Background: an optimization exercise with open tools, aiming at small area. Do not read the settings as production practice. At most, simulation tests tie the RTL to the original design; equivalence was not proved.

gamma:
// rv_pipeline_top
module rv_pipeline_top (
  input  logic          clk,
  input  logic          reset,
  input  rv_pkg::word_t instr,
  input  rv_pkg::word_t read_data,
  output rv_pkg::word_t pc,
  output logic          mem_write,
  output rv_pkg::word_t data_addr,
  output rv_pkg::word_t write_data
);
export LEC_CHECK = 0
export CAP_MARGIN = 0
export CORE_MARGIN = 2
export CORE_UTILIZATION = 45
export CTS_BUF_LIST = sky130_fd_sc_hd__clkbuf_16
export CTS_CLUSTER_DIAMETER = 80
export CTS_CLUSTER_SIZE = 30
export PLACE_DENSITY = 0.55
export SLEW_MARGIN = 0
export SYNTH_HIERARCHICAL = 1
create_clock -name core_clock -period 10.0 [get_ports {clk}]
standard.sh (not shown) runs the stock make flow with config.mk's settings and CLKGATE_MAP_FILE= SYNTH_SCRIPT=/design/flow/synth_recipe.tcl, a recipe that flattens the netlist after the stock synthesis.
==> flow/flow/run.sh <==
#!/bin/bash
# The standard layout (standard.sh: standard synthesis, floorplan, place,
# CTS, route), with two changes: ports are buffered with buf_1 instead of the
# resizer's default pick, and CTS inserts no dummy loads.
set -o pipefail
export BUFFER_PORTS_ARGS="-buffer_cell sky130_fd_sc_hd__buf_1"
export CTS_ARGS="-sink_clustering_enable -repair_clock_nets -dont_use_dummy_load -buf_list sky130_fd_sc_hd__clkbuf_16 -sink_clustering_size 30 -sink_clustering_max_diameter 80"
bash standard.sh > standard.log 2>&1
Setup changes, gamma to alpha
--- a/flow/design.v
+++ b/flow/design.v
@@ -77,28 +77,34 @@
   input  logic       clr,
   input  logic [7:0] wd,
   output logic [7:0] rs1_chunk,
   output logic [7:0] rs2_chunk
 );
   logic [31:0] regs [32];
   assign regs[0] = '0;
+  logic [7:0] wd_q;
+  logic [4:0] rd_q;
+  logic       we_q;
+  logic       clr_q;
+  always_ff @(posedge clk) begin
+    wd_q  <= wd;
+    rd_q  <= rd;
+    we_q  <= we;
+    clr_q <= clr;
+  end
   for (genvar i = 1; i < 32; i++) begin : g_reg
     logic wr;
-    assign wr = clr || (we && rd == 5'(i));
+    assign wr = clr_q || (we_q && rd_q == 5'(i));
     always_ff @(posedge clk) begin
-      regs[i] <= {wr ? wd : regs[i][7:0], regs[i][31:8]};
+      regs[i] <= {regs[i][7:0], wr ? wd_q : regs[i][31:24], regs[i][23:8]};
     end
   end
-  logic [4:0] ra;
-  logic [4:0] rb;
-  assign ra = clr ? 5'd0 : rs1;
-  assign rb = clr ? 5'd0 : rs2;
   always_comb begin
-    rs1_chunk = regs[ra][7:0];
-    rs2_chunk = regs[rb][7:0];
+    rs1_chunk = clr ? 8'd0 : regs[rs1][7:0];
+    rs2_chunk = clr ? 8'd0 : regs[rs2][7:0];
   end
 endmodule
 `default_nettype wire
 `timescale 1ns/100ps
 `default_nettype none
 module rv_pipeline_top (
   input  logic          clk,
@@ -318,31 +324,33 @@
     else
       zchunk = zero_lo ? 8'd0 : x;
   endfunction
   assign z_lo  = zchunk(c_lo, da_q, o_sll, o_srx, fill);
   assign z_hi  = zchunk(c_hi, da_q, o_sll, o_srx, fill);
   assign zw    = {z_hi, z_lo} >> sr[2:0];
   assign shres = zw[7:0];
+  logic [7:0] res_o;
+  logic       use_sum;
+  assign use_sum = !(k_shift || is_load || k_slt || k_mm || k_logic);
   always_comb begin
     if (k_shift)
-      res = shres;
+      res_o = shres;
     else if (is_load)
-      res = rd_c;
+      res_o = rd_c;
     else if (k_slt)
-      res = {7'd0, flag_q && ph == 2'd0};
+      res_o = {7'd0, flag_q && ph == 2'd0};
     else if (k_mm)
-      res = (flag_q ^ (c_max || c_maxu)) ? ra_c : rb_c;
+      res_o = (flag_q ^ (c_max || c_maxu)) ? ra_c : rb_c;
     else if (o_and || c_andn)
-      res = a_c & bi;
+      res_o = a_c & bi;
     else if (o_or || c_orn)
-      res = a_c | bi;
-    else if (o_xor || c_xnor)
-      res = a_c ^ bi;
+      res_o = a_c | bi;
     else
-      res = sum;
+      res_o = a_c ^ bi;
+    res = use_sum ? sum : res_o;
   end
   always_ff @(posedge clk) begin
     cy_q <= cout;
     eq_q <= eq_all;
     t_q  <= {t_in, t_q[31:8]};
     pcy_q <= pcout;
     if (!ps && ph == 2'd3) flag_q <= flag_d;
## What came out
gamma → alpha: routed wire length has increased; number of tap instances increased by 30 relative to the old numbers; floorplan die area climbed 4.4%.
alpha ends up with a post-DP HPWL that is 16000 µm higher than in gamma.
Diff gamma -> alpha: met1 routed wirelength after detailed routing increased by 6200 µm relative to the old numbers, mean instance size in the synthesized netlist now smaller.
No functional check of the RTL was part of alpha.

[static timing again, ports no longer ideal]
No port has a modelled driver above. Below, the same layouts with a new extraction and two added sets of constraints. Step 1 assumes that a clkbuf_16 drives the clock port and a buf_2 every other input. Step 2, shift: input delay + t, output delay - t, t = (earliest + latest rising clock arrival at the registers) / 2. This alone moves slack from input paths to output paths. a / b / c = no drivers / after step 1 / after step 2; a / b = the first two.
| run | shift t [ns] | setup slack, ns | hold slack, ns | worst slew at a driven data input, ns |
|---|---|---|---|---|
| gamma | 0.660 | 0.675 / 0.706 / 0.046 | 0.251 / 0.251 / 0.251 | 0.10 |
| alpha | 0.674 | 1.266 / 1.296 / 0.622 | 0.284 / 0.284 / 0.284 | 0.10 |
After both steps setup and hold are still met in every run listed. For alpha, which loses most, drivers alone change the setup slack by +0.030 ns; drivers and shift together by -0.644 ns.
